From an optimization exercise on the open Yosys and OpenROAD flow, aimed at a short achievable clock period and few clock cycles; shortcuts taken in it are not production practice. Only simulation tests tie the RTL to the original design; equivalence was not proved. Power and IR drop assume default switching activity.

[flow/design.v]
typedef logic [31:0] word_t;
typedef logic [4:0]  reg_idx_t;
localparam logic [4:0] OP_R    = 5'd0;
localparam logic [4:0] OP_J    = 5'd1;
localparam logic [4:0] OP_BNE  = 5'd2;
localparam logic [4:0] OP_JAL  = 5'd3;
localparam logic [4:0] OP_JR   = 5'd4;
localparam logic [4:0] OP_ADDI = 5'd5;
localparam logic [4:0] OP_BLT  = 5'd6;
localparam logic [4:0] OP_SW   = 5'd7;
localparam logic [4:0] OP_LW   = 5'd8;
localparam logic [4:0] ALU_ADD = 5'd0;
localparam logic [4:0] ALU_SUB = 5'd1;
localparam logic [4:0] ALU_AND = 5'd2;
localparam logic [4:0] ALU_OR  = 5'd3;
localparam logic [4:0] ALU_SLL = 5'd4;
localparam logic [4:0] ALU_SRA = 5'd5;
localparam reg_idx_t LINK_REG = 5'd31;   
`timescale 1ns/1ps
module fetch_stage #(
    parameter logic [31:0] RESET_PC = '0
) (
    input  logic  clock,
    input  logic  rst_n,
    input  logic  take_jump,     
    input  logic  take_jr,       
    input  logic  take_branch,   
    input  word_t jump_target,
    input  word_t jr_target,
    input  word_t branch_target,
    output word_t pc,
    output word_t pc_plus_1
);
    word_t next_pc;
    assign pc_plus_1 = pc + 32'd1;
    always_comb begin
        if (take_branch) begin
            next_pc = branch_target;
        end else if (take_jr) begin
            next_pc = jr_target;
        end else if (take_jump) begin
            next_pc = jump_target;
        end else begin
            next_pc = pc_plus_1;
        end
    end
    always_ff @(posedge clock or negedge rst_n) begin
        if (!rst_n) begin
            pc <= RESET_PC;
        end else begin
            pc <= next_pc;
        end
    end
endmodule
`timescale 1ns/1ps
module operand_bypass (
    input  reg_idx_t read_reg,
    input  word_t    reg_data,
    input  logic     x_wr,
    input  reg_idx_t x_rd,
    input  word_t    x_data,
    input  logic     w_wr,
    input  reg_idx_t w_rd,
    input  word_t    w_data,
    output word_t    value
);
    logic x_hit;
    logic w_hit;
    assign x_hit = x_wr & (x_rd == read_reg);
    assign w_hit = w_wr & (w_rd == read_reg);
    always_comb begin
        if (x_hit) begin
            value = x_data;
        end else if (w_hit) begin
            value = w_data;
        end else begin
            value = reg_data;
        end
    end
endmodule
`timescale 1ns/1ps
module alu (
    input  word_t      a,
    input  word_t      b,
    input  logic [5:0] sel,      
    input  logic [4:0] shamt,
    output word_t      result
);
    word_t r_add, r_sub, r_and, r_or, r_sll, r_sra;
    assign r_add = a + b;
    assign r_sub = a - b;
    assign r_and = a & b;
    assign r_or  = a | b;
    assign r_sll = a << shamt;
    assign r_sra = word_t'($signed(a) >>> shamt);
    assign result = ({32{sel[0]}} & r_add) |
                    ({32{sel[1]}} & r_sub) |
                    ({32{sel[2]}} & r_and) |
                    ({32{sel[3]}} & r_or)  |
                    ({32{sel[4]}} & r_sll) |
                    ({32{sel[5]}} & r_sra);
endmodule
`timescale 1ns/1ps
module decode_stage (
    input  word_t    insn,           
    input  word_t    pc_plus_1,
    output reg_idx_t ctrl_read_reg_a,
    output reg_idx_t ctrl_read_reg_b,
    input  word_t    data_read_reg_a,
    input  word_t    data_read_reg_b,
    input  logic     x_wr,
    input  reg_idx_t x_rd,
    input  word_t    x_data,
    input  logic     w_wr,
    input  reg_idx_t w_rd,
    input  word_t    w_data,
    output logic     take_jump,
    output logic     take_jr,
    output logic     take_branch,
    output word_t    jump_target,
    output word_t    jr_target,
    output word_t    branch_target,
    output logic     dx_wr,
    output reg_idx_t dx_rd,
    output logic     dx_load,
    output logic     dx_store,
    output logic [5:0] dx_sel,
    output logic [4:0] dx_shamt,
    output word_t    dx_a,
    output word_t    dx_b,
    output word_t    dx_sd
);
    logic [4:0] opcode;
    reg_idx_t   rd;
    reg_idx_t   rs;
    reg_idx_t   rt;
    logic [4:0] alu_op;
    word_t      imm;
    logic       is_rtype, is_j, is_bne, is_jal, is_jr, is_addi, is_blt, is_sw, is_lw;
    word_t      a_value;     
    word_t      b_value;     
    logic       ne;
    logic       lt;
    assign opcode = insn[31:27];
    assign rd     = insn[26:22];
    assign rs     = insn[21:17];
    assign rt     = insn[16:12];
    assign alu_op = insn[6:2];
    assign imm    = {{15{insn[16]}}, insn[16:0]};
    assign is_rtype = (opcode == OP_R);
    assign is_j     = (opcode == OP_J);
    assign is_bne   = (opcode == OP_BNE);
    assign is_jal   = (opcode == OP_JAL);
    assign is_jr    = (opcode == OP_JR);
    assign is_addi  = (opcode == OP_ADDI);
    assign is_blt   = (opcode == OP_BLT);
    assign is_sw    = (opcode == OP_SW);
    assign is_lw    = (opcode == OP_LW);
    assign ctrl_read_reg_a = rs;
    assign ctrl_read_reg_b = (insn[29:27] == 3'b000) ? rt : rd;
    operand_bypass bypass_a (
        .read_reg (ctrl_read_reg_a),
        .reg_data (data_read_reg_a),
        .x_wr     (x_wr),
        .x_rd     (x_rd),
        .x_data   (x_data),
        .w_wr     (w_wr),
        .w_rd     (w_rd),
        .w_data   (w_data),
        .value    (a_value)
    );
    operand_bypass bypass_b (
        .read_reg (ctrl_read_reg_b),
        .reg_data (data_read_reg_b),
        .x_wr     (x_wr),
        .x_rd     (x_rd),
        .x_data   (x_data),
        .w_wr     (w_wr),
        .w_rd     (w_rd),
        .w_data   (w_data),
        .value    (b_value)
    );
    assign ne = (b_value != a_value);
    assign lt = ($signed(b_value) < $signed(a_value));
    assign take_jump     = is_j | is_jal;
    assign take_jr       = is_jr;
    assign take_branch   = (is_bne & ne) | (is_blt & lt);
    assign jump_target   = {5'd0, insn[26:0]};
    assign jr_target     = b_value;
    assign branch_target = pc_plus_1 + imm;
    assign dx_wr    = (is_rtype | is_addi | is_lw | is_jal) & (is_jal | (rd != 5'd0));
    assign dx_rd    = is_jal ? LINK_REG : rd;
    assign dx_load  = is_lw;
    assign dx_store = is_sw;
    assign dx_sel   = is_rtype ? {alu_op == ALU_SRA, alu_op == ALU_SLL, alu_op == ALU_OR,
                                  alu_op == ALU_AND, alu_op == ALU_SUB, alu_op == ALU_ADD}
                               : 6'b000001;
    assign dx_shamt = insn[11:7];
    assign dx_a     = is_jal ? pc_plus_1 : a_value;
    assign dx_b     = (is_addi | is_lw | is_sw) ? imm : (is_jal ? '0 : b_value);
    assign dx_sd    = b_value;
endmodule
`timescale 1ns/1ps
module execute_stage (
    input  logic       clock,
    input  logic       rst_n,
    input  logic       dx_wr,
    input  reg_idx_t   dx_rd,
    input  logic       dx_load,
    input  logic       dx_store,
    input  logic [5:0] dx_sel,
    input  logic [4:0] dx_shamt,
    input  word_t      dx_a,
    input  word_t      dx_b,
    input  word_t      dx_sd,
    output word_t      address_dmem,
    output word_t      data,
    output logic       wren,
    input  word_t      q_dmem,
    output logic       x_wr,
    output reg_idx_t   x_rd,
    output word_t      x_data
);
    logic       x_load;
    logic       x_store;
    logic [5:0] x_sel;
    logic [4:0] x_shamt;
    word_t      x_a;
    word_t      x_b;
    word_t      x_sd;
    word_t      alu_result;
    always_ff @(posedge clock or negedge rst_n) begin
        if (!rst_n) begin
            x_wr    <= 1'b0;
            x_store <= 1'b0;
        end else begin
            x_wr    <= dx_wr;
            x_store <= dx_store;
        end
    end
    always_ff @(posedge clock) begin
        x_rd    <= dx_rd;
        x_load  <= dx_load;
        x_sel   <= dx_sel;
        x_shamt <= dx_shamt;
        x_a     <= dx_a;
        x_b     <= dx_b;
        x_sd    <= dx_sd;
    end
    alu alu_i (
        .a      (x_a),
        .b      (x_b),
        .sel    (x_sel),
        .shamt  (x_shamt),
        .result (alu_result)
    );
    assign address_dmem = x_a + x_b;
    assign data         = x_sd;
    assign wren         = x_store;
    assign x_data = x_load ? q_dmem : alu_result;
endmodule
`timescale 1ns/1ps
module mem_wb_stage (
    input  logic     clock,
    input  logic     rst_n,
    input  logic     x_wr,
    input  reg_idx_t x_rd,
    input  word_t    x_data,
    output logic     w_wr,
    output reg_idx_t w_rd,
    output word_t    w_data
);
    always_ff @(posedge clock or negedge rst_n) begin
        if (!rst_n) begin
            w_wr <= 1'b0;
        end else begin
            w_wr <= x_wr;
        end
    end
    always_ff @(posedge clock) begin
        w_rd   <= x_rd;
        w_data <= x_data;
    end
endmodule
`timescale 1ns/1ps
module processor #(
    parameter logic [31:0] RESET_PC = '0
) (
    input  logic     clock,
    input  logic     rst_n,
    output word_t    address_imem,
    input  word_t    q_imem,
    output word_t    address_dmem,
    output word_t    data,
    output logic     wren,
    input  word_t    q_dmem,
    output logic     ctrl_write_enable,
    output reg_idx_t ctrl_write_reg,
    output reg_idx_t ctrl_read_reg_a,
    output reg_idx_t ctrl_read_reg_b,
    output word_t    data_write_reg,
    input  word_t    data_read_reg_a,
    input  word_t    data_read_reg_b
);
    word_t      pc;
    word_t      pc_plus_1;
    logic       take_jump, take_jr, take_branch;
    word_t      jump_target, jr_target, branch_target;
    logic       dx_wr, dx_load, dx_store;
    reg_idx_t   dx_rd;
    logic [5:0] dx_sel;
    logic [4:0] dx_shamt;
    word_t      dx_a, dx_b, dx_sd;
    logic       x_wr;
    reg_idx_t   x_rd;
    word_t      x_data;
    logic       w_wr;
    reg_idx_t   w_rd;
    word_t      w_data;
    fetch_stage #(
        .RESET_PC (RESET_PC)
    ) fetch_i (
        .clock         (clock),
        .rst_n         (rst_n),
        .take_jump     (take_jump),
        .take_jr       (take_jr),
        .take_branch   (take_branch),
        .jump_target   (jump_target),
        .jr_target     (jr_target),
        .branch_target (branch_target),
        .pc            (pc),
        .pc_plus_1     (pc_plus_1)
    );
    assign address_imem = pc;
    decode_stage decode_i (
        .insn            (q_imem),
        .pc_plus_1       (pc_plus_1),
        .ctrl_read_reg_a (ctrl_read_reg_a),
        .ctrl_read_reg_b (ctrl_read_reg_b),
        .data_read_reg_a (data_read_reg_a),
        .data_read_reg_b (data_read_reg_b),
        .x_wr            (x_wr),
        .x_rd            (x_rd),
        .x_data          (x_data),
        .w_wr            (w_wr),
        .w_rd            (w_rd),
        .w_data          (w_data),
        .take_jump       (take_jump),
        .take_jr         (take_jr),
        .take_branch     (take_branch),
        .jump_target     (jump_target),
        .jr_target       (jr_target),
        .branch_target   (branch_target),
        .dx_wr           (dx_wr),
        .dx_rd           (dx_rd),
        .dx_load         (dx_load),
        .dx_store        (dx_store),
        .dx_sel          (dx_sel),
        .dx_shamt        (dx_shamt),
        .dx_a            (dx_a),
        .dx_b            (dx_b),
        .dx_sd           (dx_sd)
    );
    execute_stage execute_i (
        .clock        (clock),
        .rst_n        (rst_n),
        .dx_wr        (dx_wr),
        .dx_rd        (dx_rd),
        .dx_load      (dx_load),
        .dx_store     (dx_store),
        .dx_sel       (dx_sel),
        .dx_shamt     (dx_shamt),
        .dx_a         (dx_a),
        .dx_b         (dx_b),
        .dx_sd        (dx_sd),
        .address_dmem (address_dmem),
        .data         (data),
        .wren         (wren),
        .q_dmem       (q_dmem),
        .x_wr         (x_wr),
        .x_rd         (x_rd),
        .x_data       (x_data)
    );
    mem_wb_stage mem_wb_i (
        .clock  (clock),
        .rst_n  (rst_n),
        .x_wr   (x_wr),
        .x_rd   (x_rd),
        .x_data (x_data),
        .w_wr   (w_wr),
        .w_rd   (w_rd),
        .w_data (w_data)
    );
    assign ctrl_write_enable = w_wr;
    assign ctrl_write_reg    = w_rd;
    assign data_write_reg    = w_data;
endmodule
[flow/run.sh]
#!/bin/bash
# synth_recipe.tcl (not shown) runs the flow's synth.tcl, then flattens the netlist and writes it again
# the make line also repeats each setting of config.mk as NAME=value (left out here)
make -C /OpenROAD-flow-scripts/flow DESIGN_CONFIG=/design/flow/config.mk WORK_HOME=/design/flow/orfs CLKGATE_MAP_FILE= SYNTH_SCRIPT=/design/flow/synth_recipe.tcl finish
[flow/config.mk]
export PLATFORM = sky130hd
export DESIGN_NAME = processor
export DESIGN_NICKNAME = processor
export VERILOG_FILES = /design/flow/design.v
export SDC_FILE = /design/flow/constraint.sdc
export NUM_CORES = 4
export LEC_CHECK = 0
export CAP_MARGIN = 20
export CORE_MARGIN = 2
export CORE_UTILIZATION = 40
export SLEW_MARGIN = 20
[flow/constraint.sdc]
create_clock -name core_clock -period 9.0 [get_ports {clock}]
set_input_delay 1.8000 -clock core_clock [delete_from_list [all_inputs] [get_ports {clock}]]
set_output_delay 1.8000 -clock core_clock [all_outputs]
set_load 0.01 [all_outputs]
==> notes.md <==
Post-Synthesis Cell Area 19,900 sq um; CTS tree built; fmax 129 MHz; # H-tree levels 4; status no timing/DRC/antenna violations; Placed Area 23,000 sq um; die height 227 um; Layout Skew 0.0142 ns; Seq/Total Area, Yosys 0.195; Top Family by Delay on Critical Path compound AO/OA/AOI/OAI gates; Antenna Nets Post-Route 0; final-report hold violation count 0; Slew HR 0.206; port bufs 274; Post-synth EDFFs 0; Cell variety after synth 99; CP max-delay cell nor3_1; placer's final routability congestion estimate 1.02; Yosys warning count 4; crit path kind input pin to flop; initial DRC count 2,897; DR pass1 iterations 6; CTS sink cnt 185; CTS-repair resized insts 0; Top FF cell, synth dfxtp_1; worst-skew pair later-pin latency 0.46 ns; synthesized net count 2,811; core area 49,000 sq um; cts hold-fix bufs 0; CP Buf/Inv Count 3; max-slew violation count 0; Synth Area per Inst 7.89 sq um; CTS clk-pin slew, worst paths 0.08 ns; max incr delay on CP 0.72 ns; critical-path cell list clkdlybuf4s50_1 -> nor3_1 -> mux2i_1 -> xor2_1 -> o31ai_1 -> nor4_4 -> buf_4 -> mux2_1 -> nand2_1 -> o21ai_2 -> ha_1 -> nand4_1 -> a21oi_1 -> a2111oi_0 -> o31ai_1 -> a211oi_1 -> mux2i_1 -> a22oi_2 -> buf_12 -> a2111oi_0 -> a31oi_1; hpwl dp 74.2 mm; first-pass GRT wire length 137 mm; worst-margin pin slew 1.16 ns; Nets 2,974; wirelength, routed 94.6 mm; critical path fanouts, max 60; fin crit period 7.78 ns; initial antenna violation count 2; commonest non-fill, non-tap cells in the layout nand2_1, clkdlybuf4s50_1, o21ai_0; largest net degree at the start of global routing 69; Vias 21,300; CTS Root Buffer Type clkbuf_16; total grt overflow 0; RSZ-0062 raised after global routing false; Startpoint Class input pin; P_leak 9.74 nW; DIE AREA 51,500 sq um; Setup WS pre-CTS 0.837 ns; Setup WS post-layout 1.22 ns; critical path data arrival time 8.10 ns; Final Cycle Share 0.864; ys async rst share 0.189; max-cap violations 0; peak supply drop 0.136 mV; Min-Delay Path Class flop to flop; dpl cells 3,327; Cells after Synth 2,519; num ports 275; total CTS buffers 17; drt wl/cell 28.2 um; FP Rows 81; count of state elements after synthesis 185; area grow syn2layout 18.9%; PwrDens 192 nW/um^2; Die W 227 um; post-CTS setup buffer count 0; GRT Total Usage 0.362; Setup crit end kind flop; final hold slack 0.413 ns; number of global-route vias before repair 20,500; Post-Layout Cell Count 3,359; n_diodes 0; Filler cells 4,805; most common cell after layout, fill and taps aside nand2_1; Clock Tree Buf Depth 2; setup TNS 0 ns; drt via density 6.35; power consumption 4.53 mW; design area 23,600 sq um; starting density of the core 0.406; CP required 9.32 ns; ratio of cells with drive above 1 in the final layout 0.0865; Final Util 0.483; DRC 0; final setup fails 0
==> worst paths after layout <==
| path | from | endpoint | slack, ns | cells after the start |
|---|---|---|---|---|
| max | q_imem[27] | fetch_i.pc[28]$_DFF_PN0_ | 1.22 | 21 |
| max in group asynchronous | rst_n | fetch_i.pc[2]$_DFF_PN0_ | 6.82 | 1 |
| min in group asynchronous | rst_n | fetch_i.pc[28]$_DFF_PN0_ | 1.52 | 1 |
| min | execute_i.x_rd[4]$_SDFF_PP1_ | mem_wb_i.w_rd[4]$_DFF_P_ | 0.41 | 0 |
| max reg2reg | execute_i.x_a[18]$_DFF_P_ | fetch_i.pc[6]$_DFF_PN0_ | 1.68 | 22 |
| min reg2reg | execute_i.x_rd[4]$_SDFF_PP1_ | mem_wb_i.w_rd[4]$_DFF_P_ | 0.41 | 0 |
==> synthesized netlist by cell type, types with 10 or more instances <==
cell,instances,share of area
and3_1,24,0.0076
a21o_1,32,0.012
o21bai_1,16,0.0060
ha_1,159,0.10
inv_1,163,0.031
o21ai_0,189,0.048
or2_2,12,0.0038
xnor2_1,70,0.031
nand4_1,27,0.0085
a221oi_1,14,0.0062
a221o_1,10,0.0050
buf_4,11,0.0042
nor2_1,181,0.034
mux2_2,30,0.017
dfrtp_1,35,0.044
a22o_1,14,0.0062
nor2b_1,17,0.0054
o21a_1,23,0.0087
xor2_1,45,0.020
dfxtp_1,150,0.15
a21oi_1,165,0.042
o21ai_1,26,0.0065
o211ai_1,57,0.022
a211oi_1,26,0.0098
mux4_2,63,0.071
nor4_1,23,0.0072
buf_2,37,0.0093
mux2i_1,123,0.062
nand2b_1,23,0.0072
nor3_1,45,0.011
o21ai_2,11,0.0048
clkbuf_1,107,0.020
a2111oi_0,13,0.0057
a31oi_1,19,0.0060
nand3_1,54,0.014
o31ai_1,22,0.0083
nand2_1,284,0.054
==> report_power, final <==
| group | switching (mW) | internal, mW |
|---|---|---|
| sequential | 0.260 | 0.966 |
| combinational | 1.44 | 1.08 |
| clock | 0.396 | 0.386 |
| total | 2.10 | 2.43 |
==> state kept, by name, summed over array words and instances (netlist names), 5 cells and up <==
name and count:
execute_i.x_a 32, execute_i.x_b 32, execute_i.x_sd 32, fetch_i.pc 32, mem_wb_i.w_data 32, execute_i.x_sel 6, execute_i.x_rd 5, execute_i.x_shamt 5
mem_wb_i.w_rd 5
==> routing by layer <==
metal / GRT usage / share of wire / vias to the layer above
met5: 0 / 0.00014 / -
met4: 0.142 / 0.038 / 2
met3: 0.0691 / 0.092 / 159
met2: 0.547 / 0.43 / 1229
met1: 0.507 / 0.44 / 10400
li1: - / - / 9530
==> cells by family (layout without fill, tap and decap cells) <==
group | count (synthesis) | in the layout | share of synthesized area
AO/OA/AOI/OAI | 757 | 757 | 0.252
AND/OR/NAND/NOR | 735 | 735 | 0.171
buffers and inverters | 338 | 514 | 0.0706
multiplexers | 227 | 227 | 0.157
flip-flops | 185 | 185 | 0.195
adder cells (fa/ha/maj) | 162 | 162 | 0.103
XOR/XNOR | 115 | 115 | 0.0507
==> cell type report <==
cell class,instances,area [sq um],area share
multi-input combinational,1996,14600,0.618
sequential,185,3890,0.165
timing repair buffer,313,3060,0.129
tap,664,831,0.0352
inverter,169,634,0.0269
clock buffer,18,439,0.0186
clock inverter,14,168,0.00710
Testbench counts, summed over its fixed seeds: cycles 90,686.

[port drivers added, routing unchanged]
The results above use ideal ports. As a check the final layout listed here was re-extracted and re-timed, cells and wires unchanged. Step 1 assumes that a clkbuf_16 drives the clock port and a buf_2 every other input. Step 2, shift: input delay + t, output delay - t, t = (earliest + latest rising clock arrival at the registers) / 2. This alone moves slack from input paths to output paths. a / b / c = ideal / step 1 / step 2; a / b = the first two.
t (ns): 0.503
setup slack, ns: 1.220 / 1.249 / 0.746
clock arrival spread, ns: 0.014 / 0.014
worst register clock-pin slew, ns: 0.08 / 0.08
cell pins on the clock port's net: 1
After both steps this run still meets setup and hold. The setup slack of this run moves by +0.029 ns with the drivers and by -0.474 ns with both steps.
